What follows belongs to an exercise in optimizing a design on an open flow for small area and a short achievable clock period; a production flow would make more cautious choices. In this exercise RTL edits were held to simulation tests only and were not proved equivalent to the original. Power figures rest on the tool's default switching activity, not on a simulated workload.

<file path="config.mk">
export PLATFORM = sky130hd
export DESIGN_NAME = span_screensaver_engine
export DESIGN_NICKNAME = span_screensaver_engine
export VERILOG_FILES = /design/flow/design.v
export SDC_FILE = /design/flow/constraint.sdc
export NUM_CORES = 4
export LEC_CHECK = 0
export CAP_MARGIN = 20
export CORE_MARGIN = 2
export CORE_UTILIZATION = 55
export CTS_CLUSTER_DIAMETER = 80
export CTS_CLUSTER_SIZE = 25
export SETUP_SLACK_MARGIN = 5
export SLEW_MARGIN = 20
export SYNTH_HIERARCHICAL = 1
export SYNTH_MINIMUM_KEEP_SIZE = 0
</file>
<file path="constraint.sdc">
create_clock -name core_clock -period 10.0 [get_ports {clk12p5mhz_clk}]
set_input_delay 2.0000 -clock core_clock [delete_from_list [all_inputs] [get_ports {clk12p5mhz_clk}]]
set_output_delay 2.0000 -clock core_clock [all_outputs]
set_load 0.01 [all_outputs]
</file>
<file path="design.v">
module span_screensaver_engine (
  input  logic          clk12p5mhz_clk,
  input  logic          reset,
  input  logic          tick,
  input  logic          scroll_en,
  input  logic [7:0]    coordinate_x,
  input  logic [6:0]    coordinate_y,
  input  logic          wr_en,
  input  logic [7:0]    wr_col,
  input  logic [1:0]    wr_span,
  input  logic [6:0]    wr_lower,
  input  logic [6:0]    wr_upper,
  input  logic          pal_we,
  input  logic [3:0]    pal_addr,
  input  logic [15:0]   pal_data,
  output logic          wr_ready,
  output logic [1:0]    phase,
  output logic [15:0]   volume_color
);
  localparam int NCOL = 96;
  logic              run_q;         
  logic [6:0]        cnt_q;         
  logic [6:0]        scroll_q;
  logic              ph_q;
  logic [15:0]       pcol_q;
  logic [2:0]        hsel_q;
  logic [1:0][2:0]   ha_q, hb_q, mb_q;
  logic [5:0][15:0]  pal_q;         
  logic [NCOL-1:0][10:0] span0_q, span1_q;    
  logic        wr_ok;
  logic [6:0]  waddr;
  logic [10:0] wdata;
  logic [6:0]  wa, wb;
  logic        wempty, wcaseb;
  logic [4:0]  wp;
  logic [5:0]  wq;
  logic        we0, we1;
  assign wr_ok = wr_en && (wr_col < 8'd96) && !wr_span[1];
  assign waddr = run_q ? wr_col[6:0] : cnt_q;
  always_comb begin
    wa     = (wr_lower < 7'd2)  ? 7'd2  : wr_lower;
    wb     = (wr_upper > 7'd61) ? 7'd61 : wr_upper;
    wempty = wa > wb;
    wcaseb = wa[5];
    wp     = wcaseb ? wb[4:0] + 5'd1 : wa[4:0];
    wq     = wcaseb ? {1'b0, wa[4:0]} : wb[5:0];
    wdata  = (run_q && !wempty) ? {wp, wq} : 11'd0;
  end
  assign we0   = run_q ? (wr_ok && !wr_span[0]) : 1'b1;
  assign we1   = run_q ? (wr_ok &&  wr_span[0]) : 1'b1;
  always_ff @(posedge clk12p5mhz_clk) begin
    for (int c = 0; c < NCOL; c++) begin
      if (we0 && waddr == 7'(c)) span0_q[c] <= wdata;
      if (we1 && waddr == 7'(c)) span1_q[c] <= wdata;
    end
  end
  always_ff @(posedge clk12p5mhz_clk) begin
    if (reset) begin
      run_q    <= 1'b0;
      cnt_q    <= '0;
      scroll_q <= '0;
      ph_q     <= 1'b0;
    end else begin
      if (!run_q) begin
        if (cnt_q == 7'd95) run_q <= 1'b1;
        else                cnt_q <= cnt_q + 7'd1;
      end
      if (tick) begin
        ph_q <= !ph_q;
        if (scroll_en) scroll_q <= (scroll_q == 7'd95) ? 7'd0 : scroll_q + 7'd1;
      end
    end
  end
  localparam logic [95:0] PAL_INIT = {
    16'hFFFF, 16'h07FF, 16'hF81F,     
    16'h001F, 16'h07E0, 16'hF800      
  };
  always_ff @(posedge clk12p5mhz_clk) begin
    if (reset) pal_q <= PAL_INIT;
    else if (pal_we && !pal_addr[3] && pal_addr[1:0] != 2'd3)
      pal_q[pal_addr[2] ? 3 + pal_addr[1:0] : pal_addr[1:0]] <= pal_data;
  end
  logic [4:0]  sl, d;
  logic [1:0]  t0;
  logic [3:0]  t1;
  logic [7:0]  t2;
  logic [15:0] t3;
  logic [31:0] t4, below;
  logic [2:0][31:0] lo_sel;
  logic        c5;
  logic [1:0]  xh, sh;
  logic [2:0]  hi_sel;
  logic [2:0][10:0] g0_n, g1_n;      
  logic [1:0][2:0] ha, hb, mb;
  logic [1:0][2:0] hit_q;
  logic        visible;
  logic [1:0]  sect;
  logic [15:0] pcol;
  always_comb begin
    sl = scroll_q[4:0];
    for (int v = 0; v < 32; v++) begin
      d = v[4:0] - sl;
      if (v < 2)  t0[v] = d[0];
      if (v < 4)  t1[v] = d[1];
      if (v < 8)  t2[v] = d[2];
      if (v < 16) t3[v] = d[3];
      t4[v] = d[4];
      below[v] = v[4:0] < sl;
    end
  end
  for (genvar k = 0; k < 3; k++) begin : g_grp
    span_screensaver_losel u_dec (
      .x(coordinate_x[4:0]), .t0(t0), .t1(t1), .t2(t2), .t3(t3), .t4(t4), .sel(lo_sel[k])
    );
    for (genvar b = 0; b < 11; b++) begin : g_bit
      logic [31:0] d0, d1;
      for (genvar j = 0; j < 32; j++) begin : g_col
        assign d0[j] = span0_q[32*k + j][b];
        assign d1[j] = span1_q[32*k + j][b];
      end
      span_screensaver_gather32 u_g0 (.sel(lo_sel[k]), .d(d0), .y_n(g0_n[k][b]));
      span_screensaver_gather32 u_g1 (.sel(lo_sel[k]), .d(d1), .y_n(g1_n[k][b]));
    end
    span_screensaver_hit u_h0 (.e_n(g0_n[k]), .y(coordinate_y[5:0]),
                               .hit_a(ha[0][k]), .hit_b(hb[0][k]), .mode_b(mb[0][k]));
    span_screensaver_hit u_h1 (.e_n(g1_n[k]), .y(coordinate_y[5:0]),
                               .hit_a(ha[1][k]), .hit_b(hb[1][k]), .mode_b(mb[1][k]));
  end
  always_comb begin
    c5 = |(lo_sel[0] & below);
    xh = coordinate_x[6:5];
    sh = scroll_q[6:5];
    for (int k = 0; k < 3; k++)
      hi_sel[k] = (xh == 2'(k)              && ((sh == 2'd0 && !c5) || (sh == 2'd2 && c5))) ||
                  (xh == 2'((k + 2) % 3)    && ((sh == 2'd1 && !c5) || (sh == 2'd0 && c5))) ||
                  (xh == 2'((k + 1) % 3)    && ((sh == 2'd2 && !c5) || (sh == 2'd1 && c5)));
    if (coordinate_x <= 8'd30)      sect = 2'd0;
    else if (coordinate_x <= 8'd65) sect = 2'd1;
    else                            sect = 2'd2;
    visible = run_q && (coordinate_x < 8'd96) &&
              (coordinate_y >= 7'd2) && (coordinate_y < 7'd62);
    pcol = (visible && !reset) ? pal_q[ph_q ? 3 + sect : sect] : 16'h0000;
  end
  always_ff @(posedge clk12p5mhz_clk) begin
    pcol_q <= pcol;
    ha_q   <= ha;
    hb_q   <= hb;
    mb_q   <= mb;
    hsel_q <= hi_sel;
  end
  assign wr_ready     = run_q;
  assign phase        = {1'b0, ph_q};
  always_comb
    for (int sp = 0; sp < 2; sp++)
      for (int k = 0; k < 3; k++)
        hit_q[sp][k] = mb_q[sp][k] ? hb_q[sp][k] : ha_q[sp][k];
  assign volume_color = (|((hit_q[0] | hit_q[1]) & hsel_q)) ? pcol_q : 16'h0000;
endmodule
module span_screensaver_gather32 (
  input  logic [31:0] sel,
  input  logic [31:0] d,
  output logic        y_n
);
  logic [10:0] n;
  for (genvar i = 0; i < 10; i++) begin : g_aoi
    span_screensaver_aoi222 u_aoi (.s(sel[3*i +: 3]), .d(d[3*i +: 3]), .y(n[i]));
  end
  span_screensaver_aoi22 u_aoi22 (.s(sel[31:30]), .d(d[31:30]), .y(n[10]));
  assign y_n = ~(~&n[3:0] | ~&n[7:4] | ~&n[10:8]);
endmodule
module span_screensaver_aoi22 (
  input  logic [1:0] s,
  input  logic [1:0] d,
  output logic       y
);
  assign y = ~|(s & d);
endmodule
module span_screensaver_aoi222 (
  input  logic [2:0] s,
  input  logic [2:0] d,
  output logic       y
);
  assign y = ~|(s & d);
endmodule
module span_screensaver_losel (
  input  logic [4:0]  x,
  input  logic [1:0]  t0,
  input  logic [3:0]  t1,
  input  logic [7:0]  t2,
  input  logic [15:0] t3,
  input  logic [31:0] t4,
  output logic [31:0] sel
);
  always_comb begin
    for (int j = 0; j < 32; j++)
      sel[j] = (x[0] == t0[j % 2]) & (x[1] == t1[j % 4]) & (x[2] == t2[j % 8]) &
               (x[3] == t3[j % 16]) & (x[4] == t4[j]);
  end
endmodule
module span_screensaver_hit (
  input  logic [10:0] e_n,
  input  logic [5:0]  y,
  output logic        hit_a,
  output logic        hit_b,
  output logic        mode_b
);
  logic [5:0] p, q;
  logic       y_lt_p, q_lt_y, yl_lt_ql, yl_lt_p;
  assign p = {1'b0, ~e_n[10:6]};
  assign q = ~e_n[5:0];
  span_screensaver_lt6 u_mode (.a(q),                 .b(p),                 .lt(mode_b));
  span_screensaver_lt6 u_a1   (.a(y),                 .b(p),                 .lt(y_lt_p));
  span_screensaver_lt6 u_a2   (.a(q),                 .b(y),                 .lt(q_lt_y));
  span_screensaver_lt6 u_b1   (.a({1'b0, y[4:0]}),    .b({1'b0, q[4:0]}),    .lt(yl_lt_ql));
  span_screensaver_lt6 u_b2   (.a({1'b0, y[4:0]}),    .b(p),                 .lt(yl_lt_p));
  assign hit_a = !y_lt_p && !q_lt_y;
  assign hit_b = y[5] && !yl_lt_ql && yl_lt_p;
endmodule
module span_screensaver_lt6 (
  input  logic [5:0] a,
  input  logic [5:0] b,
  output logic       lt
);
  logic [5:0] g, l;
  logic [2:0] lp, gp;
  always_comb begin
    g = a & ~b;
    l = ~a & b;
    for (int i = 0; i < 3; i++) begin
      lp[i] = l[2*i+1] | (~g[2*i+1] & l[2*i]);
      gp[i] = g[2*i+1] | (~l[2*i+1] & g[2*i]);
    end
    lt = lp[2] | (~gp[2] & (lp[1] | (~gp[1] & lp[0])));
  end
endmodule
</file>
<file path="run.sh">
#!/bin/bash
# synth_recipe.tcl (not shown) runs the flow's synth.tcl, then flattens the netlist and writes it again
# the make line also repeats each setting of config.mk as NAME=value (left out here)
make -C /OpenROAD-flow-scripts/flow DESIGN_CONFIG=/design/flow/config.mk WORK_HOME=/design/flow/orfs CLKGATE_MAP_FILE= SYNTH_SCRIPT=/design/flow/synth_recipe.tcl finish
</file>
==> impl_metrics.env, run 1 <==
export IMPL_die_w_um=403.1
export IMPL_fin_tns_setup_ns=0
export IMPL_crit_start="wr_upper[2]"
export IMPL_clockRootBuffer="clkbuf_16"
export IMPL_fin_nets=5560
export IMPL_maxCapViolCount=0
export IMPL_cts_hold_buf=0
export IMPL_synth_simple_gate_area_share_pct=6.336
export IMPL_worst_pin_slew_ns=1.387
export IMPL_slowest_delay_ns=0.46
export IMPL_rsz0062_at_grt="true"
export IMPL_cp_end_kind="register"
export IMPL_yosysSeqAreaShare_pct=75.82
export IMPL_worst_path_max_fanout=192
export IMPL_reg2reg_depth=15
export IMPL_final_util_pct=61.71
export IMPL_r2r_start="scroll_q[0]"
export IMPL_arrival_ns=5.29
export IMPL_drc=0
export IMPL_numClockSinks=2261
export IMPL_p_per_area_mw_per_mm2=172.2
export IMPL_synthArstFlopShare_pct=0
export IMPL_grt_overflow_total=0
export IMPL_worst_r2r_setup_slack_ns=5.14
export IMPL_track_usage_pct=29.68
export IMPL_grt_max_degree=193
export IMPL_ys_ff_latch=2261
export IMPL_cp_cell_sequence="clkdlybuf4s50_1 > and3_4 > a31oi_4 > nor2b_4 > inv_1 > ha_1 > inv_1 > a21o_1 > a21oi_1 > a31oi_1 > nor2_1 > o311ai_4 > buf_6 > nor2_4 > buf_16"
export IMPL_place_gp_congestion=0.8290
export IMPL_antenna_found_initial=9
export IMPL_seq_area_mm2=0.06642
export IMPL_finalClockSkew_ns=0.02874
export IMPL_clk_pin_slew_worst_paths_ns=0.09
export IMPL_vdd_drop_max_uv=198.2
export IMPL_critPathKind="in2reg"
export IMPL_reg2reg_to="hb_q[4]"
export IMPL_slowest_stage="clkdlybuf4s50_1"
export IMPL_synth_xor_area_share_pct=2.413
export IMPL_multi_input_area_mm2=0.02124
export IMPL_hold_path_class="reg2reg"
export IMPL_syn_cell_area_mm2=0.08758
export IMPL_finalSetupViolCount=0
export IMPL_first_pass_iters=10
export IMPL_synth_edf_count=2112
export IMPL_routed_wl_um=244400
export IMPL_wl_per_cell_um=32.13
export IMPL_crit_required_ns=10.17
export IMPL_routed_via_density=6.750
export IMPL_max_freq_mhz=195.4
export IMPL_mostFrequentLayoutCells="edfxtp_1, a222oi_1, buf_4"
export IMPL_io_pins=84
export IMPL_cts_made_buffers=112
export IMPL_nFillCells=11670
export IMPL_insertion_delay_ns=0.78
export IMPL_ant_nets=0
export IMPL_num_vias=51360
export IMPL_clock_path_buffers=3
export IMPL_synth_mux_area_share_pct=0.7571
export IMPL_min_period_ns=5.118
export IMPL_crit_top_cell="inv_1"
export IMPL_die_y_um=403.1
export IMPL_yosysWarnings=9
export IMPL_synth_compound_area_share_pct=10.84
export IMPL_synth_top_family_by_area="compound AO/OA/AOI/OAI gates"
export IMPL_die_area_mm2=0.1625
export IMPL_cts_tree="built"
export IMPL_area_growth_pct=11.47
export IMPL_slew_headroom_pct=7.501
export IMPL_cts_htree_levels=3
export IMPL_core_area_mm2=0.1582
export IMPL_dpl_hpwl_um=148000
export IMPL_synthCells=5054
export IMPL_portBuffers=82
export IMPL_p_leak_nw=32.74
export IMPL_grt_first_pass_wirelength_um=348600
export IMPL_synthAdderAreaFrac_pct=2.300
export IMPL_hold_viol=0
export IMPL_grt_pass1_vias=48780
export IMPL_run_status="finished clean"
export IMPL_initial_core_util_pct=55.36
export IMPL_slew_violations=0
export IMPL_synth_top_flop_cell="edfxtp_1"
export IMPL_drt_iter0_drc=7731
export IMPL_drive_gt1_share_pct=17.20
export IMPL_synth_cell_type_count=68
export IMPL_mostFrequentLayoutCell="edfxtp_1"
export IMPL_endpoint="span1_q[47]"
export IMPL_finalCritPeriodShare_pct=51.18
export IMPL_avgSynthCellArea_um2=17.33
export IMPL_row_count=146
export IMPL_startpoint_type="input port"
## cell type report
type                    count  share of cell area [%]
flip-flops and latches   2261                   68.03
multi-input cells        2522                   21.76
repair buffers            356                   3.164
clock buffers             140                   3.032
well taps                2072                   2.655
inverters                 210                  0.8215
clock inverters            46                  0.5319
diodes                      2                0.005126
## repair_timing
item,in CTS,in global routing
buffers inserted,13,15
gates cloned,6,0
endpoints found under the hold margin,0,0
pin swaps,7,20
resized for setup,56,29
setup endpoints to repair,983,600
## cells in the mapped netlist (12+ instances only)
library cell | number | area [um2]
edfxtp_1 | 2112 | 63420
a222oi_1 | 660 | 6606
nor2_1 | 297 | 1115
inv_1 | 208 | 780.8
xor2_1 | 177 | 1550
dfxtp_1 | 149 | 2983
nand4_1 | 138 | 863.3
nor2b_1 | 116 | 725.7
nor4_1 | 99 | 619.3
maj3_2 | 90 | 1013
nand3_1 | 81 | 405.4
nand2b_1 | 72 | 450.4
nor3_2 | 71 | 710.7
a22oi_2 | 66 | 825.8
clkbuf_1 | 65 | 244.0
mux2i_1 | 64 | 640.6
nand2_1 | 62 | 232.7
maj3_1 | 60 | 600.6
a221o_1 | 54 | 540.5
a22oi_1 | 45 | 337.8
o21ai_1 | 38 | 190.2
ha_1 | 32 | 400.4
a21oi_2 | 30 | 262.8
xnor2_1 | 27 | 236.5
buf_2 | 26 | 130.1
o21ai_0 | 26 | 130.1
a21oi_1 | 23 | 115.1
and2_1 | 17 | 106.4
o22a_1 | 16 | 140.1
xnor2_2 | 15 | 244.0
nand2_2 | 12 | 75.07
## stage by stage
step	power (mW)	area (um2)	setup WS, ns	std cells	hold WS [ns]
CTS	16.86	97140	5.008	7588	0.4960
global placement	11.73	93260	3.310	7381	0.4688
detailed placement	11.75	93300	3.286	7383	0.4687
floorplan	11.28	87910	3.039	5096	0.4555
finish	16.82	97630	4.882	7609	0.4953
global route	17.27	97630	4.990	7608	0.5095
## per-layer routing
layer / up-vias / wire length, um / GRT usage [%]
met5: - / 75 / 0
met4: 10 / 6550 / 7.484
met3: 287 / 21560 / 4.312
met2: 2407 / 116000 / 47.69
met1: 26540 / 100300 / 43.10
li1: 22110 / - / -
## worst min path at each step
stage                endpoint  startpoint  depth (start not counted)
finish              pal_q[92]   pal_q[92]                          1
global route        pal_q[34]   pal_q[34]                          1
CTS                 pal_q[24]   pal_q[24]                          1
detailed placement  pal_q[64]   pal_q[64]                          1
global placement    pal_q[24]   pal_q[24]                          1
floorplan           pal_q[64]   pal_q[64]                          1
## per-module statistics from Yosys (local to each module, per instance)
module / times used / cell area, um2 / flip-flops and latches / cells
span_screensaver_lt6: 30 / 110.1 / 0 / 15
span_screensaver_aoi22: 66 / 12.51 / 0 / 1
span_screensaver_aoi222: 660 / 10.01 / 0 / 1
span_screensaver_gather32: 66 / 27.53 / 0 / 4
span_screensaver_hit: 6 / 57.56 / 0 / 14
span_screensaver_losel: 3 / 879.6 / 0 / 106
span_screensaver_engine: 1 / 72050 / 2261 / 3212
## registers in the layout, indices dropped and copies added, names as in the netlist
name,count
scroll_q,7
mb_q,6
span1_q,1056
hsel_q,3
ha_q,6
pal_q,96
ph_q,1
run_q,1
pcol_q,16
span0_q,1056
cnt_q,7
hb_q,6
## report_power, final
group / total, mW / leakage [nW] / internal, mW / switching (mW)
logic: 1.34 / 8.84 / 0.489 / 0.848
registers: 10.3 / 22.2 / 10.2 / 0.0344
clock network: 5.21 / 1.67 / 2.23 / 2.98
## critical path, delay by kind of cell
family	cells	cell delay, ns
AOI/OAI and AO/OA	5	0.83
buffers and inverters	5	1.12
and+or+nand+nor	4	0.59
adders and majority gates	1	0.19
## cells by family (layout without fill, tap and decap cells)
group / after synthesis / after routing
compound gates: 998 / 1000
xor+xnor: 222 / 222
fa+ha+maj: 182 / 182
buf+inv: 319 / 752
flops: 2261 / 2261
mux: 66 / 66
other cells: 8 / 52
simple gates: 998 / 1002
==> run 2: changes to the inputs <==
--- a/design.v
+++ b/design.v
@@ -30,26 +30,23 @@
   logic        wr_ok;
-  logic [6:0]  waddr;
-  logic [10:0] wdata;
-  logic [6:0]  wa, wb;
-  logic        wempty, wcaseb;
-  logic [4:0]  wp;
-  logic [5:0]  wq;
-  logic        we0, we1;
-  assign wr_ok = wr_en && (wr_col < 8'd96) && !wr_span[1];
-  assign waddr = run_q ? wr_col[6:0] : cnt_q;
-  always_comb begin
-    wa     = (wr_lower < 7'd2)  ? 7'd2  : wr_lower;
-    wb     = (wr_upper > 7'd61) ? 7'd61 : wr_upper;
-    wempty = wa > wb;
-    wcaseb = wa[5];
-    wp     = wcaseb ? wb[4:0] + 5'd1 : wa[4:0];
-    wq     = wcaseb ? {1'b0, wa[4:0]} : wb[5:0];
-    wdata  = (run_q && !wempty) ? {wp, wq} : 11'd0;
-  end
-  assign we0   = run_q ? (wr_ok && !wr_span[0]) : 1'b1;
-  assign we1   = run_q ? (wr_ok &&  wr_span[0]) : 1'b1;
+  logic [1:0][3:0] pa;
+  logic [3:0]  pb;
+  logic [5:0]  pc;
+  logic [2:0][10:0] wdata;           
+  assign wr_ok = wr_en && !wr_col[7] && !wr_span[1];
+  always_comb begin
+    for (int i = 0; i < 4; i++) begin
+      pa[0][i] = run_q ? (wr_ok && !wr_span[0] && wr_col[1:0] == 2'(i)) : (cnt_q[1:0] == 2'(i));
+      pa[1][i] = run_q ? (wr_ok &&  wr_span[0] && wr_col[1:0] == 2'(i)) : (cnt_q[1:0] == 2'(i));
+      pb[i]    = run_q ? (wr_col[3:2] == 2'(i)) : (cnt_q[3:2] == 2'(i));
+    end
+    for (int i = 0; i < 6; i++)
+      pc[i]    = run_q ? (wr_col[6:4] == 3'(i)) : (cnt_q[6:4] == 3'(i));
+  end
+  for (genvar k = 0; k < 3; k++) begin : g_wenc
+    span_screensaver_wenc u_wenc (.run(run_q), .lower(wr_lower), .upper(wr_upper), .data(wdata[k]));
+  end
   always_ff @(posedge clk12p5mhz_clk) begin
     for (int c = 0; c < NCOL; c++) begin
-      if (we0 && waddr == 7'(c)) span0_q[c] <= wdata;
-      if (we1 && waddr == 7'(c)) span1_q[c] <= wdata;
+      if (pa[0][c % 4] && pb[(c / 4) % 4] && pc[c / 16]) span0_q[c] <= wdata[c / 32];
+      if (pa[1][c % 4] && pb[(c / 4) % 4] && pc[c / 16]) span1_q[c] <= wdata[c / 32];
     end
@@ -88,3 +85,3 @@
   logic [31:0] t4, below;
-  logic [2:0][31:0] lo_sel;
+  logic [31:0] lo_sel;
   logic        c5;
@@ -110,6 +107,6 @@
   end
+  span_screensaver_losel u_dec (
+    .x(coordinate_x[4:0]), .t0(t0), .t1(t1), .t2(t2), .t3(t3), .t4(t4), .sel(lo_sel)
+  );
   for (genvar k = 0; k < 3; k++) begin : g_grp
-    span_screensaver_losel u_dec (
-      .x(coordinate_x[4:0]), .t0(t0), .t1(t1), .t2(t2), .t3(t3), .t4(t4), .sel(lo_sel[k])
-    );
     for (genvar b = 0; b < 11; b++) begin : g_bit
@@ -120,4 +117,4 @@
       end
-      span_screensaver_gather32 u_g0 (.sel(lo_sel[k]), .d(d0), .y_n(g0_n[k][b]));
-      span_screensaver_gather32 u_g1 (.sel(lo_sel[k]), .d(d1), .y_n(g1_n[k][b]));
+      span_screensaver_gather32 u_g0 (.sel(lo_sel), .d(d0), .y_n(g0_n[k][b]));
+      span_screensaver_gather32 u_g1 (.sel(lo_sel), .d(d1), .y_n(g1_n[k][b]));
     end
@@ -129,3 +126,3 @@
   always_comb begin
-    c5 = |(lo_sel[0] & below);
+    c5 = |(lo_sel & below);
     xh = coordinate_x[6:5];
@@ -158,2 +155,22 @@
 endmodule
+module span_screensaver_wenc (
+  input  logic        run,
+  input  logic [6:0]  lower,
+  input  logic [6:0]  upper,
+  output logic [10:0] data
+);
+  logic [6:0] wa, wb;
+  logic       wempty, wcaseb;
+  logic [4:0] wp;
+  logic [5:0] wq;
+  always_comb begin
+    wa     = (lower < 7'd2)  ? 7'd2  : lower;
+    wb     = (upper > 7'd61) ? 7'd61 : upper;
+    wempty = wa > wb;
+    wcaseb = wa[5];
+    wp     = wcaseb ? wb[4:0] + 5'd1 : wa[4:0];
+    wq     = wcaseb ? {1'b0, wa[4:0]} : wb[5:0];
+    data   = (run && !wempty) ? {wp, wq} : 11'd0;
+  end
+endmodule
 module span_screensaver_gather32 (
@@ -206,22 +223,5 @@
 );
-  logic [5:0] p, q;
-  logic       y_lt_p, q_lt_y, yl_lt_ql, yl_lt_p;
-  assign p = {1'b0, ~e_n[10:6]};
-  assign q = ~e_n[5:0];
-  span_screensaver_lt6 u_mode (.a(q),                 .b(p),                 .lt(mode_b));
-  span_screensaver_lt6 u_a1   (.a(y),                 .b(p),                 .lt(y_lt_p));
-  span_screensaver_lt6 u_a2   (.a(q),                 .b(y),                 .lt(q_lt_y));
-  span_screensaver_lt6 u_b1   (.a({1'b0, y[4:0]}),    .b({1'b0, q[4:0]}),    .lt(yl_lt_ql));
-  span_screensaver_lt6 u_b2   (.a({1'b0, y[4:0]}),    .b(p),                 .lt(yl_lt_p));
-  assign hit_a = !y_lt_p && !q_lt_y;
-  assign hit_b = y[5] && !yl_lt_ql && yl_lt_p;
-endmodule
-module span_screensaver_lt6 (
-  input  logic [5:0] a,
-  input  logic [5:0] b,
-  output logic       lt
-);
-  logic [5:0] g, l;
-  logic [2:0] lp, gp;
-  always_comb begin
+  function automatic logic lt6(input logic [5:0] a, input logic [5:0] b);
+    logic [5:0] g, l;
+    logic [2:0] lp, gp;
     g = a & ~b;
@@ -232,4 +232,12 @@
     end
-    lt = lp[2] | (~gp[2] & (lp[1] | (~gp[1] & lp[0])));
-  end
-endmodule
+    lt6 = lp[2] | (~gp[2] & (lp[1] | (~gp[1] & lp[0])));
+  endfunction
+  logic [5:0] p, q;
+  always_comb begin
+    p      = {1'b0, ~e_n[10:6]};
+    q      = ~e_n[5:0];
+    mode_b = lt6(q, p);
+    hit_a  = !lt6(y, p) && !lt6(q, y);
+    hit_b  = y[5] && !lt6({1'b0, y[4:0]}, {1'b0, q[4:0]}) && lt6({1'b0, y[4:0]}, p);
+  end
+endmodule
==> flow/run.sh (new file) <==
#!/bin/bash
# Layout flow: the standard layout (standard.sh, every step up to finish) with one
# change: the buffers that global placement puts on the input and output ports are
# sky130_fd_sc_hd__buf_4 cells (buffer_ports -buffer_cell), instead of the buffer cell
# the resizer picks by itself, which here is a slow delay buffer on every port.
# The ORFS tools write their full logs under orfs/logs/ as usual; standard.sh's own
# output goes to standard_flow.log in this folder.
cp standard.sh standard_sh_used.log 2>/dev/null
export BUFFER_PORTS_ARGS="-buffer_cell sky130_fd_sc_hd__buf_4"
bash standard.sh > standard_flow.log 2>&1
exit $?
==> standard.sh (new file) <==
#!/bin/bash
# synth_recipe.tcl (not shown) runs the flow's synth.tcl, then flattens the netlist and writes it again
# the make line also repeats each setting of config.mk as NAME=value (left out here)
make -C /OpenROAD-flow-scripts/flow DESIGN_CONFIG=/design/flow/config.mk WORK_HOME=/design/flow/orfs CLKGATE_MAP_FILE= SYNTH_SCRIPT=/design/flow/synth_recipe.tcl "${@:-finish}"
removed: run.sh
==> run 2 against run 1 <==
Net effect:
- combinational power is 7% lower
- flip-flop and latch count stayed put
- total power is 0.78% higher
- first-iteration DRC count rose by 9.4%
- global-route usage is 0.34 points higher
- critical path type is now reg2out
- critical endpoint is now volume_color[12]
- largest cell class unchanged
==> impl_metrics.env, run 2 <==
export IMPL_run_status="finished clean"
export IMPL_yosysMostFrequentCell="edfxtp_1"
export IMPL_p_per_area_mw_per_mm2=178.8
export IMPL_finalClockSkew_ns=0.03653
export IMPL_arrival_ns=2.91
export IMPL_clock_path_buffers=3
export IMPL_die_y_um=398.2
export IMPL_hold_path_class="reg2reg"
export IMPL_wl_per_cell_um=33.24
export IMPL_num_vias=50470
export IMPL_dpl_hpwl_um=145300
export IMPL_synth_cell_type_count=90
export IMPL_cts_made_buffers=112
export IMPL_synthCells=4816
export IMPL_mostFrequentLayoutCells="edfxtp_1, a222oi_1, nor2_1"
export IMPL_clk_pin_slew_worst_paths_ns=0.09
export IMPL_fin_tns_setup_ns=0
export IMPL_drt_iter0_drc=8457
export IMPL_row_count=144
export IMPL_yosysWarnings=10
export IMPL_antenna_found_initial=4
export IMPL_slew_violations=0
export IMPL_numClockSinks=2261
export IMPL_seq_area_mm2=0.06641
export IMPL_portBuffers=82
export IMPL_die_area_mm2=0.1586
export IMPL_finalCritPeriodShare_pct=49.08
export IMPL_hold_viol=0
export IMPL_cts_tree="built"
export IMPL_worst_r2r_setup_slack_ns=5.16
export IMPL_avgSynthCellArea_um2=17.75
export IMPL_synth_top_flop_cell="edfxtp_1"
export IMPL_cts_htree_levels=3
export IMPL_slew_headroom_pct=23.48
export IMPL_ys_top_cells_by_count="edfxtp_1, a222oi_1, nor2_1"
export IMPL_mostFrequentLayoutCell="edfxtp_1"
export IMPL_worst_path_max_fanout=16
export IMPL_clockRootBuffer="clkbuf_16"
export IMPL_finalSetupViolCount=0
export IMPL_worst_pin_slew_ns=1.144
export IMPL_min_period_ns=4.908
export IMPL_p_leak_nw=30.36
export IMPL_synth_edf_count=2112
export IMPL_die_w_um=398.2
export IMPL_place_inst=7027
export IMPL_grt_pass1_vias=47590
export IMPL_vdd_drop_max_uv=160.6
export IMPL_grt_first_pass_wirelength_um=343300
export IMPL_ys_ff_latch=2261
export IMPL_multi_input_area_mm2=0.01954
export IMPL_rsz0062_at_grt="true"
export IMPL_io_pins=84
export IMPL_startpoint_type="register"
export IMPL_yosysTopAreaCellShare_pct=74.19
export IMPL_fin_nets=5223
export IMPL_drive_gt1_share_pct=16.02
export IMPL_routed_via_density=6.967
export IMPL_synth_area_leaders="edfxtp_1, a222oi_1, dfxtp_1, nor2_1, nand4_1"
export IMPL_critPathKind="reg2out"
export IMPL_synthArstFlopShare_pct=0
export IMPL_place_gp_congestion=0.8543
export IMPL_setup_slack_ns=5.092
export IMPL_routed_wl_um=240800
export IMPL_place_worst_setup_slack_ns=4.119
export IMPL_cp_end_kind="output pin"
export IMPL_track_usage_pct=30.02
export IMPL_yosysTopAreaCell="edfxtp_1"
export IMPL_max_freq_mhz=203.8
export IMPL_nFillCells=11260
export IMPL_core_area_mm2=0.1542
export IMPL_yosysSeqAreaShare_pct=77.68
export IMPL_first_pass_iters=10
export IMPL_syn_cell_area_mm2=0.08548
export IMPL_maxCapViolCount=0
export IMPL_drc=0
export IMPL_grt_max_degree=69
export IMPL_initial_core_util_pct=55.43
export IMPL_crit_required_ns=8.00
export IMPL_top_regs="span0_q: 1056 flops, span1_q: 1056 flops, pal_q: 96 flops"
export IMPL_ant_nets=0
export IMPL_fin_cells=7244
export IMPL_insertion_delay_ns=0.78
export IMPL_grt_overflow_total=0
export IMPL_area_growth_pct=10.87
-- run 2: changes by cell type after synthesis, moves of 66 or more --
cell,previous run,this run
inv_1,208,84
xor2_1,177,61
nor2b_1,116,26
maj3_2,90,12
nand2_1,62,140
o21ai_0,26,92
-- run 2: path summary, 6_finish.rpt --
check                            startpoint          endpoint  cells past startpoint
worst min-delay path              pal_q[92]         pal_q[92]                      1
worst min register to register    pal_q[92]         pal_q[92]                      1
worst max-delay path                mb_q[4]  volume_color[12]                      5
worst max register to register  scroll_q[2]           ha_q[2]                     16
-- run 2: cell type report --
type	count	share of cell area (%)
flip-flops and latches	2261	70.07
multi-input cells	2366	20.62
clock buffers	155	3.273
well taps	2044	2.698
repair buffers	273	2.313
clock inverters	53	0.6587
inverters	91	0.3657
diodes	1	0.002640
-- run 2: critical path: stages, from the launching register on --
cell and delay, ns:
dfxtp_1 0.35, mux2i_2 0.55, a21boi_0 0.26, a221o_2 0.54, and2_1 0.27, buf_4 0.15
-- run 2: what timing repair did --
| item | 4_1_cts | 5_1_grt |
|---|---|---|
| hold buffers | 0 | 0 |
| gates cloned | 0 | 1 |
| pin swaps | 0 | 4 |
| setup buffers | 0 | 3 |
| setup endpoints to repair | 37 | 99 |
| endpoints found under the hold margin | 0 | 0 |
| resized for setup | 17 | 32 |
-- run 2: Yosys stat by module, one instance, submodules excluded --
module,cells,area (um2),flip-flops and latches,times used
span_screensaver_wenc,84,591.8,0,3
span_screensaver_hit,52,309.0,0,6
span_screensaver_aoi22,1,12.51,0,66
span_screensaver_aoi222,1,10.01,0,660
span_screensaver_losel,106,879.6,0,1
span_screensaver_engine,3156,71730,2261,1
span_screensaver_gather32,4,27.53,0,66
-- run 2: cells by family (layout without fill, tap and decap cells) --
kind of cell	after synthesis	in the layout	synth area share, %
flops	2261	2261	77.68
compound gates	1149	1149	12.27
simple gates	979	980	6.222
buf+inv	190	572	0.9499
xor+xnor	96	96	1.067
mux	72	72	0.8577
fa+ha+maj	65	65	0.9338
other cells	4	5	0.01756
-- run 2: power by group --
group / total [mW] / internal (mW) / switching (mW)
Sequential: 10.3 / 10.2 / 0.0267
Combinational: 1.24 / 0.419 / 0.825
Clock: 5.44 / 2.42 / 3.02
-- run 2: layer usage --
layer	track usage [%]	vias up	wire, um
met5	0	-	0
met4	8.100	0	6518
met3	4.696	298	25190
met2	45.81	2766	110100
met1	45.35	25980	99030
li1	-	21420	-
-- run 2: stage by stage --
step	cell area, um2	hold slack, ns	power, mW	util, %
after CTS	94460	0.4967	17.00	61.25
after global placement	90510	0.4681	11.68	58.69
final	94780	0.4955	16.95	61.45
after floorplan	86330	0.4550	11.26	-
after detailed placement	90670	0.4717	11.70	58.79
after global routing	94780	0.5077	17.40	61.45
==> run 3: changes to the inputs <==
--- a/design.v
+++ b/design.v
@@ -74,7 +74,14 @@
   };
-  always_ff @(posedge clk12p5mhz_clk) begin
-    if (reset) pal_q <= PAL_INIT;
-    else if (pal_we && !pal_addr[3] && pal_addr[1:0] != 2'd3)
-      pal_q[pal_addr[2] ? 3 + pal_addr[1:0] : pal_addr[1:0]] <= pal_data;
-  end
+  logic [5:0]  pal_ld;
+  logic [15:0] pal_d1, pal_d0;      
+  always_comb begin
+    for (int e = 0; e < 6; e++)
+      pal_ld[e] = reset || (pal_we && !pal_addr[3] &&
+                            pal_addr[2:0] == ((e < 3) ? 3'(e) : 3'(e + 1)));
+    pal_d1 = pal_data | {16{reset}};
+    pal_d0 = pal_data & {16{!reset}};
+  end
+  always_ff @(posedge clk12p5mhz_clk)
+    for (int e = 0; e < 6; e++)
+      if (pal_ld[e]) pal_q[e] <= (pal_d1 & PAL_INIT[16*e +: 16]) | (pal_d0 & ~PAL_INIT[16*e +: 16]);
   logic [4:0]  sl, d;
@@ -91,3 +98,2 @@
   logic [1:0][2:0] ha, hb, mb;
-  logic [1:0][2:0] hit_q;
   logic        visible;
@@ -149,7 +155,24 @@
   assign phase        = {1'b0, ph_q};
-  always_comb
+  for (genvar i = 0; i < 4; i++) begin : g_out
+    span_screensaver_out4 u_out (
+      .ha(ha_q), .hb(hb_q), .mb(mb_q), .hsel(hsel_q), .pcol(pcol_q[4*i +: 4]),
+      .color(volume_color[4*i +: 4])
+    );
+  end
+endmodule
+module span_screensaver_out4 (
+  input  logic [1:0][2:0] ha,
+  input  logic [1:0][2:0] hb,
+  input  logic [1:0][2:0] mb,
+  input  logic [2:0]      hsel,
+  input  logic [3:0]      pcol,
+  output logic [3:0]      color
+);
+  logic [1:0][2:0] h;
+  always_comb begin
     for (int sp = 0; sp < 2; sp++)
       for (int k = 0; k < 3; k++)
-        hit_q[sp][k] = mb_q[sp][k] ? hb_q[sp][k] : ha_q[sp][k];
-  assign volume_color = (|((hit_q[0] | hit_q[1]) & hsel_q)) ? pcol_q : 16'h0000;
+        h[sp][k] = mb[sp][k] ? hb[sp][k] : ha[sp][k];
+    color = (|((h[0] | h[1]) & hsel)) ? pcol : 4'h0;
+  end
 endmodule
==> flow/run.sh (replaced) <==
#!/bin/bash
cp standard.sh standard_sh_used.log 2>/dev/null
export BUFFER_PORTS_ARGS="-buffer_cell sky130_fd_sc_hd__buf_4"
export SETUP_SLACK_MARGIN=5.6
bash standard.sh > standard_flow.log 2>&1
exit $?
--- a/config.mk
+++ b/config.mk
@@ -12,3 +12,2 @@
 export CTS_CLUSTER_SIZE = 25
-export SETUP_SLACK_MARGIN = 5
 export SLEW_MARGIN = 20
==> run 3 against run 2 <==
Net effect:
- largest power group unchanged
- still clean
- clock power is essentially flat
- total power rose by 2.6%
- area after synthesis hardly changed
==> impl_metrics.env, run 3 <==
export IMPL_rsz0062_at_grt="true"
export IMPL_fin_tns_setup_ns=0
export IMPL_holdPathEnd="pcol_q[3]"
export IMPL_r2r_start="scroll_q[1]"
export IMPL_crit_start="coordinate_x[3]"
export IMPL_grt_max_degree=69
export IMPL_antenna_found_initial=16
export IMPL_num_vias=51940
export IMPL_worst_r2r_setup_slack_ns=5.52
export IMPL_drive_gt1_share_pct=22.03
export IMPL_cts_hold_buf=0
export IMPL_io_pins=84
export IMPL_syn_cell_area_mm2=0.08555
export IMPL_dpl_hpwl_um=145100
export IMPL_grt_overflow_total=0
export IMPL_drt_iter0_drc=10380
export IMPL_mostFrequentLayoutCell="edfxtp_1"
export IMPL_min_period_ns=4.594
export IMPL_ys_ff_latch=2261
export IMPL_yosysWarnings=11
export IMPL_vdd_drop_max_uv=133.1
export IMPL_die_w_um=398.4
export IMPL_dr_max_layer_used="met4"
export IMPL_grt_pass1_vias=46990
export IMPL_grt_first_pass_wirelength_um=346200
export IMPL_wl_met3_um=34760
export IMPL_max_freq_mhz=217.7
export IMPL_finalSetupViolCount=0
export IMPL_finalCritPeriodShare_pct=45.94
export IMPL_yosysSeqAreaShare_pct=78.74
export IMPL_routed_wl_met2_um=121900
export IMPL_p_leak_nw=31.61
export IMPL_top_regs="span0_q: 1056 flops, span1_q: 1056 flops, pal_q: 96 flops"
export IMPL_cts_htree_levels=3
export IMPL_synthCells=4669
export IMPL_clockRootBuffer="clkbuf_16"
export IMPL_routed_via_density=7.162
export IMPL_crit_required_ns=10.68
export IMPL_maxCapViolCount=0
export IMPL_drc=0
export IMPL_first_pass_iters=10
export IMPL_fin_nets=5222
export IMPL_reg2reg_to="ha_q[5]"
export IMPL_wl_met1_um=104900
export IMPL_core_area_mm2=0.1542
export IMPL_nFillCells=10820
export IMPL_synth_top_flop_cell="edfxtp_1"
export IMPL_startpoint_type="input port"
export IMPL_die_area_mm2=0.1587
export IMPL_insertion_delay_ns=0.77
export IMPL_slew_headroom_pct=12.44
export IMPL_mostFrequentLayoutCells="edfxtp_1, a222oi_1, buf_4"
export IMPL_final_util_pct=64.22
export IMPL_routed_wl_um=270300
export IMPL_area_growth_pct=15.77
export IMPL_cts_tree="built"
export IMPL_crit_top_cell="buf_16"
export IMPL_min_from="pal_q[83]"
export IMPL_cts_made_buffers=112
export IMPL_critPathKind="in2reg"
export IMPL_ant_nets=0
export IMPL_ys_top_cells_by_count="edfxtp_1, a222oi_1, nor2_1"
export IMPL_portBuffers=82
export IMPL_yosysTopAreaCell="edfxtp_1"
export IMPL_hold_path_class="reg2reg"
export IMPL_numClockSinks=2261
export IMPL_synth_edf_count=2208
export IMPL_initial_core_util_pct=55.47
export IMPL_finalClockSkew_ns=0.04202
export IMPL_slowest_stage="a222oi_1"
export IMPL_wl_per_cell_um=37.28
export IMPL_holdPathStages=2
export IMPL_place_gp_congestion=0.8623
export IMPL_avgSynthCellArea_um2=18.32
export IMPL_reg2reg_depth=17
export IMPL_synth_cell_type_count=88
export IMPL_arrival_ns=5.28
export IMPL_yosysTopAreaCellShare_pct=77.50
export IMPL_run_status="finished clean"
export IMPL_hold_viol=0
export IMPL_worst_path_max_fanout=8
export IMPL_track_usage_pct=30.64
export IMPL_synth_area_leaders="edfxtp_1, a222oi_1, dfxtp_1, nor2_1, nand4_1"
export IMPL_clk_pin_slew_worst_paths_ns=0.09
export IMPL_slew_violations=0
export IMPL_row_count=144
export IMPL_clock_path_buffers=3
export IMPL_slowest_delay_ns=0.52
export IMPL_cp_cell_sequence="buf_16 > buf_16 > buf_8 > xor2_4 > nor4_4 > buf_6 > clkbuf_16 > buf_4 > a222oi_1 > nand4_1 > nor3_4 > o31a_2 > o21ai_1 > or3_1 > a21oi_1"
export IMPL_yosysMostFrequentCell="edfxtp_1"
export IMPL_worst_pin_slew_ns=1.309
export IMPL_cp_end_kind="register"
export IMPL_die_y_um=398.4
export IMPL_p_per_area_mw_per_mm2=175.5
export IMPL_synthArstFlopShare_pct=0
-- run 3: report_power, final --
group	total, mW	internal, mW	switching [mW]
Sequential	10.4	10.3	0.0884
Combinational	1.55	0.605	0.947
Clock	5.41	2.40	3.01
-- run 3: how the worst max path moves through the flow --
stage / endpoint / slack [ns]
floorplan: mb_q[0] / 3.25
global placement: span0_q[90] / 3.94
detailed placement: ha_q[4] / 3.97
CTS: span0_q[1039] / 5.30
global route: ha_q[3] / 5.40
finish: hb_q[3] / 5.41
-- run 3: cell families (layout without fill, tap and decap cells) --
family                     count (synthesis)  after routing  synth area share, %
other                                      4              9              0.01755
DFF                                     2261           2261                78.74
muxes                                     86             86                1.109
AOI/OAI and AO/OA                       1091           1091                11.62
adders and majority gates                 57             57               0.8161
buffers and inverters                    175            705               0.8804
xor gates and xnor gates                  93             93                1.018
and+or+nand+nor                          902            905                5.792
-- run 3: worst max-delay path, delay by kind of cell --
family          cells  cell delay (ns)
compound gates      4             0.94
xor+xnor            1             0.23
buf+inv             6             0.88
simple gates        4             1.20
-- run 3: final cells by class --
cell class / instances / area, um2 / share of cell area [%]
clock buffer: 157 / 3067 / 3.096
sequential: 2261 / 67380 / 68.03
inverter: 99 / 390.4 / 0.3941
antenna: 5 / 12.51 / 0.01263
timing repair buffer: 402 / 4725 / 4.770
clock inverter: 47 / 575.6 / 0.5811
tap: 2044 / 2557 / 2.582
multi-input combinational: 2236 / 20330 / 20.53
-- run 3: metrics by stage --
stage | hold slack, ns | instance area, um2 | setup slack [ns] | instances | power [mW]
final | 0.5125 | 99040 | 5.406 | 7251 | 17.38
after global routing | 0.5444 | 99030 | 5.398 | 7246 | 17.80
after CTS | 0.5197 | 96210 | 5.299 | 7112 | 17.21
after detailed placement | 0.5010 | 90550 | 3.973 | 6868 | 11.90
after global placement | 0.4904 | 90470 | 3.942 | 6865 | 11.88
after floorplan | 0.4816 | 86480 | 3.252 | 4669 | 11.44
-- run 3: what timing repair did --
action                                   CTS  global route
endpoints found under the hold margin      0             0
pin swaps                                 45           152
endpoints found under the setup margin  2042          2095
resized for setup                        356           254
gates cloned                               8            36
setup buffers                             32            95
-- run 3: per-layer routing --
metal,global-route usage [%],vias up
met5,0,-
met4,7.756,0
met3,5.478,383
met2,46.47,3485
met1,46.42,26840
li1,-,21220
-- run 3: per-module statistics from Yosys (local to each module, per instance) --
module	copies in the design	cells
span_screensaver_aoi22	66	1
span_screensaver_aoi222	660	1
span_screensaver_engine	1	2941
span_screensaver_gather32	66	4
span_screensaver_hit	6	52
span_screensaver_losel	1	106
span_screensaver_out4	4	17
span_screensaver_wenc	3	84
==> run 4: changes to the inputs <==
==> flow/run.sh (replaced) <==
#!/bin/bash
cp standard.sh standard_sh_used.log 2>/dev/null
export BUFFER_PORTS_ARGS="-buffer_cell sky130_fd_sc_hd__buf_4"
export SETUP_SLACK_MARGIN=5.4
bash standard.sh > standard_flow.log 2>&1
exit $?
--- a/config.mk
+++ b/config.mk
@@ -9,3 +9,3 @@
 export CORE_MARGIN = 2
-export CORE_UTILIZATION = 55
+export CORE_UTILIZATION = 62
 export CTS_CLUSTER_DIAMETER = 80
==> run 4 against run 3 <==
Net effect:
- still clean on timing, DRC and antenna
- global-route usage is 2.3 points higher
- combinational power is 14% lower
- clock power is 6.5% lower
- clock skew shrank 0.010 ns
- critical path type unchanged
==> impl_metrics.env, run 4 <==
export IMPL_run_status="finished clean"
export IMPL_synth_mux_area_share_pct=1.109
export IMPL_max_freq_mhz=210.4
export IMPL_rsz0062_at_grt="true"
export IMPL_track_usage_pct=32.95
export IMPL_syn_cell_area_mm2=0.08555
export IMPL_slew_violations=0
export IMPL_arrival_ns=5.13
export IMPL_clock_path_buffers=3
export IMPL_p_clk_share_pct=30.1
export IMPL_multi_input_area_mm2=0.01918
export IMPL_startpoint_type="input port"
export IMPL_cts_htree_levels=3
export IMPL_clockRootBuffer="clkbuf_16"
export IMPL_first_pass_iters=7
export IMPL_power_internal_mw=13.03
export IMPL_power_switching_mw=3.794
export IMPL_post_dp_cell_area_mm2=0.09039
export IMPL_avgSynthCellArea_um2=18.32
export IMPL_critPathKind="in2reg"
export IMPL_grt_pass1_vias=46700
export IMPL_mostFrequentLayoutCells="edfxtp_1, a222oi_1, buf_4"
export IMPL_fin_nets=5099
export IMPL_die_y_um=375.5
export IMPL_die_area_mm2=0.1410
export IMPL_worst_path_max_fanout=11
export IMPL_die_w_um=375.5
export IMPL_yosysSeqAreaShare_pct=78.74
export IMPL_ys_top_cells_by_count="edfxtp_1, a222oi_1, nor2_1"
export IMPL_synth_cell_type_count=88
export IMPL_initial_core_util_pct=62.38
export IMPL_p_seq_share_pct=61.9
export IMPL_core_area_mm2=0.1372
export IMPL_worst_pin_slew_ns=1.196
export IMPL_yosysWarnings=11
export IMPL_insertion_delay_ns=0.77
export IMPL_synth_edf_count=2208
export IMPL_dpl_hpwl_um=141600
export IMPL_seq_area_mm2=0.06738
export IMPL_routed_wl_um=235600
export IMPL_p_per_area_mw_per_mm2=176.7
export IMPL_yosysTopAreaCell="edfxtp_1"
export IMPL_area_growth_pct=11.27
export IMPL_drc=0
export IMPL_slew_headroom_pct=20.10
export IMPL_vdd_drop_max_uv=176.6
export IMPL_grt_first_pass_wirelength_um=332800
export IMPL_design_area_mm2=0.09519
export IMPL_finalSetupViolCount=0
export IMPL_drive_gt1_share_pct=17.73
export IMPL_cts_tree="built"
export IMPL_finalCritPeriodShare_pct=47.53
export IMPL_antenna_found_initial=11
export IMPL_synth_top_family_by_area="compound AO/OA/AOI/OAI gates"
export IMPL_synth_simple_gate_area_share_pct=5.792
export IMPL_swShare_pct=22.55
export IMPL_portBuffers=82
export IMPL_yosysMostFrequentCell="edfxtp_1"
export IMPL_synthCells=4669
export IMPL_finalClockSkew_ns=0.03190
export IMPL_synthAdderAreaFrac_pct=0.8161
export IMPL_synth_compound_area_share_pct=11.62
export IMPL_row_count=136
export IMPL_maxCapViolCount=0
export IMPL_grt_max_degree=65
export IMPL_total_power_mw=16.82
export IMPL_cts_made_buffers=106
export IMPL_crit_required_ns=10.38
export IMPL_synth_top_flop_cell="edfxtp_1"
export IMPL_mostFrequentLayoutCell="edfxtp_1"
export IMPL_nFillCells=8878
export IMPL_yosysTopAreaCellShare_pct=77.50
export IMPL_min_period_ns=4.753
export IMPL_p_leak_nw=30.34
export IMPL_synth_xor_area_share_pct=1.018
export IMPL_hold_viol=0
export IMPL_wl_per_cell_um=34.37
export IMPL_top_regs="span0_q: 1056 flops, span1_q: 1056 flops, pal_q: 96 flops"
export IMPL_whs_ns=0.5103
export IMPL_cp_end_kind="register"
export IMPL_synth_area_leaders="edfxtp_1, a222oi_1, dfxtp_1, nor2_1, nand4_1"
export IMPL_io_pins=84
export IMPL_place_gp_congestion=0.8687
export IMPL_routed_via_density=7.272
export IMPL_p_comb_share_pct=8.0
export IMPL_grt_overflow_total=0
export IMPL_ant_nets=0
export IMPL_clk_pin_slew_worst_paths_ns=0.09
export IMPL_ys_ff_latch=2261
export IMPL_numClockSinks=2261
export IMPL_num_vias=49840
export IMPL_hold_path_class="reg2reg"
export IMPL_drt_iter0_drc=9016
export IMPL_synthArstFlopShare_pct=0
export IMPL_fin_tns_setup_ns=0
-- run 4: cell counts after synthesis --
No cell type changed its count.
-- run 4: routing by layer --
metal	up-vias	wire, um	track usage, %
met5	-	22	0
met4	4	6602	9.949
met3	321	28110	7.333
met2	3055	109700	50.89
met1	25540	91090	47.67
li1	20920	-	-
-- run 4: worst paths after layout --
kind | start | to | slack [ns] | cells after the start
worst max-delay path | wr_col[7] | span0_q[310] | 5.25 | 6
worst min register to register | pal_q[92] | pcol_q[12] | 0.51 | 2
worst min-delay path | pal_q[92] | pcol_q[12] | 0.51 | 2
worst max register to register | scroll_q[1] | ha_q[3] | 5.41 | 15
-- run 4: stage by stage --
stage,utilization [%],setup WS (ns),std cells
after detailed placement,65.91,3.906,6642
after global routing,69.40,5.244,6852
after global placement,65.86,3.967,6638
final,69.41,5.247,6854
after floorplan,-,3.252,4669
after CTS,68.68,5.341,6825
-- run 4: power groups by stage --
stage / clock network, mW / registers [mW] / logic, mW
3_5_place_dp: 0 / 10.6 / 1.25
4_1_cts: 5.11 / 10.4 / 1.28
2_1_floorplan: 0 / 10.6 / 0.857
6_report: 5.06 / 10.4 / 1.34
3_3_place_gp: 0 / 10.6 / 1.24
5_1_grt: 5.41 / 10.4 / 1.43
-- run 4: final cells by class --
class | count | share of cell area (%)
timing repair buffer | 288 | 2.822
multi-input combinational | 2233 | 20.15
tap | 1794 | 2.358
sequential | 2261 | 70.78
antenna | 2 | 0.005257
inverter | 99 | 0.4088
clock buffer | 151 | 3.086
clock inverter | 26 | 0.3904
-- run 4: logic make-up after synthesis --
family / Yosys count
other cells: 4
simple gates: 902
mux: 86
xor+xnor: 93
fa+ha+maj: 57
compound gates: 1091
flops: 2261
buf+inv: 175
-- run 4: critical path, cell delays in order --
cell,delay [ns]
buf_4,0.11
nor4bb_1,0.34
nand2b_1,0.28
o31ai_1,0.50
nand2_1,0.78
nor2_1,1.12
-- run 4: timing repair --
item	in CTS	in global routing
hold buffers	0	0
pin swaps	26	39
setup endpoints to repair	103	844
buffers inserted	6	21
resized for setup	86	152
cloned	0	2
-- run 4: per-module statistics from Yosys (local to each module, per instance) --
module	times used	cells	cell area, um2	flops+latches
span_screensaver_engine	1	2941	71210	2261
span_screensaver_gather32	66	4	27.53	0
span_screensaver_hit	6	52	309.0	0
span_screensaver_losel	1	106	879.6	0
span_screensaver_aoi222	660	1	10.01	0
span_screensaver_wenc	3	84	591.8	0
span_screensaver_out4	4	17	145.1	0
span_screensaver_aoi22	66	1	12.51	0
==> run 5: changes to the inputs <==
--- a/design.v
+++ b/design.v
@@ -24,5 +24,4 @@
   logic              ph_q;
-  logic [15:0]       pcol_q;
-  logic [2:0]        hsel_q;
-  logic [1:0][2:0]   ha_q, hb_q, mb_q;
+  logic [15:0]       color_q;
+  logic [15:0]       color_d;
   logic [5:0][15:0]  pal_q;         
@@ -147,7 +146,3 @@
   always_ff @(posedge clk12p5mhz_clk) begin
-    pcol_q <= pcol;
-    ha_q   <= ha;
-    hb_q   <= hb;
-    mb_q   <= mb;
-    hsel_q <= hi_sel;
+    color_q <= color_d;
   end
@@ -157,6 +152,7 @@
     span_screensaver_out4 u_out (
-      .ha(ha_q), .hb(hb_q), .mb(mb_q), .hsel(hsel_q), .pcol(pcol_q[4*i +: 4]),
-      .color(volume_color[4*i +: 4])
+      .ha(ha), .hb(hb), .mb(mb), .hsel(hi_sel), .pcol(pcol[4*i +: 4]),
+      .color(color_d[4*i +: 4])
     );
   end
+  assign volume_color = color_q;
 endmodule
==> flow/run.sh (replaced) <==
#!/bin/bash
cp standard.sh standard_sh_used.log 2>/dev/null
export BUFFER_PORTS_ARGS="-buffer_cell sky130_fd_sc_hd__buf_4"
export SETUP_SLACK_MARGIN=5.3
bash standard.sh > standard_flow.log 2>&1
exit $?
--- a/config.mk
+++ b/config.mk
@@ -9,3 +9,3 @@
 export CORE_MARGIN = 2
-export CORE_UTILIZATION = 62
+export CORE_UTILIZATION = 55
 export CTS_CLUSTER_DIAMETER = 80
==> run 5 against run 4 <==
Net effect:
- still clean
- sequential share of layout area decreased by 2.3 points
- register-to-register slack got worse by 0.59 ns
- total power increased by 2.0%
- highest routed layer is now met4
- final cell count increased by 4.7%
- clock-buffer cell count decreased by 25
- area after synthesis decreased by 0.35%
- non-clock buffer count increased by 90
- critical path depth increased by 12
- worst setup slack got worse by 0.50 ns
- critical path type unchanged
- critical endpoint is now color_q[9]
==> impl_metrics.env, run 5 <==
export IMPL_post_dp_cell_area_mm2=0.09045
export IMPL_max_freq_mhz=190.3
export IMPL_syn_cell_area_mm2=0.08525
export IMPL_p_per_area_mw_per_mm2=175.7
export IMPL_synthCells=4655
export IMPL_initial_core_util_pct=55.34
export IMPL_die_area_mm2=0.1582
export IMPL_die_w_um=397.7
export IMPL_die_y_um=397.7
export IMPL_reg2reg_depth=20
export IMPL_arrival_ns=5.89
export IMPL_whs_ns=0.5712
export IMPL_clock_path_buffers=3
export IMPL_io_pins=84
export IMPL_synth_top_flop_cell="edfxtp_1"
export IMPL_n_antenna_cell=0
export IMPL_row_count=144
export IMPL_grt_first_pass_wirelength_um=349100
export IMPL_p_leak_nw=31.16
export IMPL_setup_slack_ns=4.746
export IMPL_place_gp_congestion=0.8940
export IMPL_critical_path_top_delay_family="compound AO/OA/AOI/OAI gates"
export IMPL_worstSetupPathDepth=18
export IMPL_vdd_drop_max_uv=145.6
export IMPL_num_vias=50120
export IMPL_dpl_hpwl_um=147700
export IMPL_grt_max_degree=68
export IMPL_cts_made_buffers=111
export IMPL_wl_per_cell_um=34.81
export IMPL_finalClockSkew_ns=0.03079
export IMPL_crit_start="coordinate_x[2]"
export IMPL_avgSynthCellArea_um2=18.31
export IMPL_fin_tns_setup_ns=0
export IMPL_first_pass_iters=14
export IMPL_synthArstFlopShare_pct=0
export IMPL_yosysWarnings=11
export IMPL_startpoint_type="input port"
export IMPL_hold_path_class="reg2reg"
export IMPL_finalCritPeriodShare_pct=52.54
export IMPL_slowest_delay_ns=0.57
export IMPL_track_usage_pct=31.09
export IMPL_slowest_stage="a222oi_1"
export IMPL_drt_iter0_drc=8304
export IMPL_grt_pass1_vias=47200
export IMPL_hold_viol=0
export IMPL_worst_path_max_fanout=20
export IMPL_crit_required_ns=10.64
export IMPL_worst_r2r_setup_slack_ns=4.82
export IMPL_insertion_delay_ns=0.76
export IMPL_ys_top_cells_by_count="edfxtp_1, a222oi_1, nor2_1"
export IMPL_rsz0062_at_grt="true"
export IMPL_endpoint="color_q[9]"
export IMPL_yosysSeqAreaShare_pct=78.53
export IMPL_mostFrequentLayoutCell="edfxtp_1"
export IMPL_min_period_ns=5.254
export IMPL_portBuffers=82
export IMPL_reg2reg_to="color_q[9]"
export IMPL_clk_pin_slew_worst_paths_ns=0.09
export IMPL_routed_via_density=6.983
export IMPL_crit_buf_inv=5
export IMPL_drive_gt1_share_pct=22.42
export IMPL_cp_cell_sequence="buf_16 > buf_12 > xor2_4 > nor4_4 > buf_12 > buf_12 > a222oi_1 > nand4_1 > nor3_4 > nor2b_4 > maj3_2 > maj3_2 > o211ai_1 > a21boi_4 > buf_12 > mux2_4 > o21ai_4 > a31oi_1"
export IMPL_routed_wl_um=249900
export IMPL_maxCapViolCount=0
export IMPL_finalSetupViolCount=0
export IMPL_synth_cell_type_count=87
export IMPL_worst_pin_slew_ns=1.164
export IMPL_mostFrequentLayoutCells="edfxtp_1, a222oi_1, buf_4"
export IMPL_place_worst_setup_slack_ns=2.966
export IMPL_design_area_mm2=0.09771
export IMPL_numClockSinks=2240
export IMPL_yosysTopAreaCellShare_pct=77.78
export IMPL_core_area_mm2=0.1540
export IMPL_yosysTopAreaCell="edfxtp_1"
export IMPL_synth_area_leaders="edfxtp_1, a222oi_1, nor2_1, nand4_1, a22oi_2"
export IMPL_yosysMostFrequentCell="edfxtp_1"
export IMPL_critPathKind="in2reg"
export IMPL_ant_nets=0
export IMPL_crit_top_cell="buf_12"
export IMPL_fin_nets=5176
export IMPL_cts_hold_buf=0
export IMPL_antenna_found_initial=2
export IMPL_area_growth_pct=14.62
export IMPL_clockRootBuffer="clkbuf_16"
export IMPL_cts_tree="built"
export IMPL_slew_headroom_pct=22.37
export IMPL_r2r_start="scroll_q[2]"
export IMPL_synth_edf_count=2208
export IMPL_drc=0
export IMPL_slew_violations=0
export IMPL_grt_overflow_total=0
export IMPL_cp_end_kind="register"
export IMPL_top_regs="span0_q: 1056 flops, span1_q: 1056 flops, pal_q: 96 flops"
export IMPL_ys_ff_latch=2240
export IMPL_cts_htree_levels=3
export IMPL_run_status="finished clean"
-- run 5: how the worst min path moves through the flow --
stage                 from  cells past startpoint           to  slack (ns)
6_report          cnt_q[1]                      2     cnt_q[1]        0.57
5_1_grt        scroll_q[6]                      2  scroll_q[6]        0.60
4_1_cts           cnt_q[1]                      2     cnt_q[1]        0.58
3_5_place_dp   scroll_q[6]                      2  scroll_q[6]        0.56
3_3_place_gp   scroll_q[6]                      2  scroll_q[6]        0.56
2_1_floorplan     cnt_q[5]                      2     cnt_q[5]        0.50
-- run 5: timing repair --
| action | 4_1_cts | 5_1_grt |
|---|---|---|
| pin swaps | 96 | 68 |
| setup endpoints to repair | 1556 | 670 |
| gates cloned | 14 | 4 |
| setup buffers | 65 | 35 |
| gates resized for setup | 423 | 73 |
-- run 5: per-stage QoR --
stage | utilization (%) | std cells | power, mW
floorplan | - | 4655 | 11.32
finish | 63.43 | 7177 | 17.17
global placement | 58.63 | 6871 | 11.77
detailed placement | 58.72 | 6879 | 11.79
global route | 63.43 | 7177 | 17.63
CTS | 62.96 | 7138 | 17.15
-- run 5: worst register-to-register path, delay by kind of cell, from the launching register on --
kind | cells | cell delay [ns]
simple gates | 5 | 1.10
flops | 1 | 0.36
mux | 1 | 0.33
fa+ha+maj | 3 | 0.88
xor+xnor | 2 | 0.57
compound gates | 5 | 1.22
buf+inv | 4 | 0.60
-- run 5: area by class of cell --
class,count,area [um2]
Clock buffer,126,2889
Clock inverter,54,688.2
Fill cell,10830,56330
Inverter,99,394.1
Multi-Input combinational cell,2236,20070
Sequential cell,2240,66950
Tap cell,2044,2557
Timing Repair Buffer,378,4167
-- run 5: routing by layer --
metal / GRT usage (%) / routed length (um) / up-vias / part of all wire [%]
met2: 48.48 / 116000 / 2828 / 46
met3: 5.208 / 27120 / 334 / 11
met1: 45.54 / 98780 / 25900 / 40
met5: 0 / 0 / - / 0
li1: - / - / 21060 / -
met4: 9.199 / 7982 / 0 / 3.2
-- run 5: Yosys stat by module, one instance, submodules excluded --
module / times used / cells inside
span_screensaver_aoi22: 66 / 1
span_screensaver_aoi222: 660 / 1
span_screensaver_engine: 1 / 2927
span_screensaver_gather32: 66 / 4
span_screensaver_hit: 6 / 52
span_screensaver_losel: 1 / 106
span_screensaver_out4: 4 / 17
span_screensaver_wenc: 3 / 84
-- run 5: where the power goes --
part | switching [mW] | internal (mW)
clock network | 2.95 | 2.39
registers | 0.0188 | 10.2
logic | 0.969 | 0.621
total | 3.94 | 13.2
-- run 5: cell families after synthesis --
logic type,share of synthesized area (%)
XOR/XNOR,1.054
AND/OR/NAND/NOR,5.894
adder cells (fa/ha/maj),0.8190
other,0.01761
multiplexers,1.209
AO/OA/AOI/OAI,11.56
buffers and inverters,0.9188
flip-flops,78.53
==> run 6: changes to the inputs <==
==> run.sh (new file) <==
#!/bin/bash
# synth_recipe.tcl (not shown) runs the flow's synth.tcl, then flattens the netlist and writes it again
# the make line also repeats each setting of config.mk as NAME=value (left out here)
make -C /OpenROAD-flow-scripts/flow DESIGN_CONFIG=/design/flow/config.mk WORK_HOME=/design/flow/orfs CLKGATE_MAP_FILE= SYNTH_SCRIPT=/design/flow/synth_recipe.tcl finish
--- a/config.mk
+++ b/config.mk
@@ -12,2 +12,3 @@
 export CTS_CLUSTER_SIZE = 25
+export SETUP_SLACK_MARGIN = 5
 export SLEW_MARGIN = 20
removed: flow/run.sh
removed: standard.sh
==> run 6 against run 5 <==
Net effect:
- die area did not move
- total power rose by 0.32%
- sequential power barely moved
- non-clock buffer count rose by 84
- global-route usage rose by 3.3 points
- combinational power rose by 9%
- critical endpoint is now color_q[11]
- largest power group unchanged
==> impl_metrics.env, run 6 <==
export IMPL_run_status="finished clean"
export IMPL_synth_area_leaders="edfxtp_1, a222oi_1, nor2_1, nand4_1, a22oi_2"
export IMPL_area_growth_pct=15.88
export IMPL_grt_first_pass_wirelength_um=378500
export IMPL_antenna_found_initial=11
export IMPL_fin_tns_setup_ns=0
export IMPL_cts_hold_buf=0
export IMPL_worst_path_max_fanout=17
export IMPL_synth_compound_area_share_pct=11.56
export IMPL_finalCritPeriodShare_pct=53.47
export IMPL_drc=0
export IMPL_yosysSeqAreaShare_pct=78.53
export IMPL_syn_cell_area_mm2=0.08525
export IMPL_drive_gt1_share_pct=21.47
export IMPL_p_comb_share_pct=10.0
export IMPL_rsz0062_at_grt="true"
export IMPL_hold_viol=0
export IMPL_worst_pin_slew_ns=1.133
export IMPL_num_vias=52210
export IMPL_die_w_um=397.7
export IMPL_startpoint_type="input port"
export IMPL_io_pins=84
export IMPL_slew_headroom_pct=24.46
export IMPL_portBuffers=82
export IMPL_initial_core_util_pct=55.34
export IMPL_insertion_delay_ns=0.78
export IMPL_row_count=144
export IMPL_grt_overflow_total=0
export IMPL_clockRootBuffer="clkbuf_16"
export IMPL_vdd_drop_max_uv=147.1
export IMPL_reg2reg_to="color_q[11]"
export IMPL_numClockSinks=2240
export IMPL_routed_wl_um=278000
export IMPL_wl_per_cell_um=38.27
export IMPL_critPathKind="in2reg"
export IMPL_synth_edf_count=2208
export IMPL_synthAdderAreaFrac_pct=0.8190
export IMPL_maxCapViolCount=0
export IMPL_drt_iter0_drc=9880
export IMPL_worst_r2r_setup_slack_ns=4.66
export IMPL_arrival_ns=5.99
export IMPL_synth_top_flop_cell="edfxtp_1"
export IMPL_top_regs="span0_q: 1056 flops, span1_q: 1056 flops, pal_q: 96 flops"
export IMPL_grt_pass1_vias=48570
export IMPL_mostFrequentLayoutCell="edfxtp_1"
export IMPL_finalClockSkew_ns=0.03250
export IMPL_p_leak_nw=31.62
export IMPL_synthArstFlopShare_pct=0
run 6: cell types whose count changed in the layout (fill, tap and decap cells not counted), sizes merged, moves of 3 or more:
| cell | delta |
|---|---|
| bufinv | -4 |
| clkbuf | +3 |
| diode | +8 |
| inv | -4 |
| clkdlybuf4s50 | +67 |
| bufbuf | +8 |
| clkinv | -5 |
| buf | +6 |
| clkinvlp | +6 |
run 6: worst min-delay path by stage:
stage / cells past startpoint / endpoint / slack [ns] / from
5_1_grt: 2 / cnt_q[1] / 0.61 / cnt_q[1]
2_1_floorplan: 2 / cnt_q[5] / 0.50 / cnt_q[5]
4_1_cts: 2 / scroll_q[6] / 0.56 / scroll_q[6]
3_5_place_dp: 2 / scroll_q[6] / 0.55 / scroll_q[6]
3_3_place_gp: 2 / scroll_q[6] / 0.54 / scroll_q[6]
6_report: 2 / scroll_q[6] / 0.56 / scroll_q[6]
run 6: worst max-delay path: stages:
cell and delay (ns):
buf_16 0.13, buf_16 0.16, buf_4 0.16, xor2_4 0.22
nor4_4 0.06, buf_4 0.20, buf_12 0.19, a222oi_1 0.60
nand3_1 0.28, nor3_2 0.22, inv_1 0.07, maj3_2 0.31
maj3_2 0.32, o211ai_1 0.14, a21boi_4 0.10, buf_12 0.16
mux2_4 0.32, o21ai_4 0.19, a31oi_1 0.12
run 6: logic make-up (layout without fill, tap and decap cells):
group	Yosys count	in the layout
flip-flops	2240	2240
AND/OR/NAND/NOR	920	920
AO/OA/AOI/OAI	1076	1076
XOR/XNOR	94	94
multiplexers	85	85
adder cells (fa/ha/maj)	57	57
other	4	12
buffers and inverters	179	735
run 6: repair_timing:
item | in CTS | in global routing
pin swaps | 154 | 103
cloned | 30 | 3
gates resized for setup | 266 | 122
endpoints found under the setup margin | 2877 | 2330
hold endpoints to repair | 0 | 0
setup buffers | 136 | 29
run 6: per-module statistics from Yosys (local to each module, per instance):
module	cell area, um2	times used	cells
span_screensaver_losel	879.6	1	106
span_screensaver_hit	309.0	6	52
span_screensaver_out4	145.1	4	17
span_screensaver_gather32	27.53	66	4
span_screensaver_engine	70910	1	2927
span_screensaver_wenc	591.8	3	84
span_screensaver_aoi222	10.01	660	1
span_screensaver_aoi22	12.51	66	1
run 6: through the flow:
stage	setup WS [ns]	area (um2)	util [%]	hold slack [ns]	instances
after floorplan	2.589	86040	-	0.5046	4655
after global placement	2.092	90770	58.92	0.5418	6876
after detailed placement	2.249	90860	58.98	0.5483	6879
after CTS	4.703	97900	63.55	0.5616	7219
after global routing	4.608	98770	64.11	0.6145	7255
final	4.653	98790	64.13	0.5564	7263
run 6: layer usage:
metal  part of all wire, %  GRT usage [%]  routed length (um)
met1                    37          49.33              104000
met2                    46          52.71              127000
met3                    14          7.932               37890
met4                   3.2          10.74                8919
met5                 0.061         0.6659                 169
run 6: power groups by stage:
| stage | sequential [mW] | combinational (mW) | clock (mW) |
|---|---|---|---|
| after floorplan | 10.4 | 0.867 | 0 |
| after global placement | 10.5 | 1.33 | 0 |
| after detailed placement | 10.5 | 1.34 | 0 |
| after CTS | 10.2 | 1.63 | 5.27 |
| after global routing | 10.2 | 1.79 | 5.59 |
| final | 10.2 | 1.73 | 5.25 |
run 6: area by class of cell:
type                    count  area [um2]  share of cell area, %
clock inverters            47       555.5                 0.5624
multi-input cells        2236       19850                  20.09
inverters                  99       394.1                 0.3990
diodes                      8       20.02                0.02027
repair buffers            462        5540                  5.608
clock buffers             127        2912                  2.947
well taps                2044        2557                  2.589
flip-flops and latches   2240       66960                  67.78

Check on run 6: ideal ports give 4.653 ns setup slack; a clkbuf_16 on the clock port and buf_2 on the inputs give 4.632 ns; moving port delays by the midpoint clock arrival (0.853 ns) as well gives 3.779 ns.
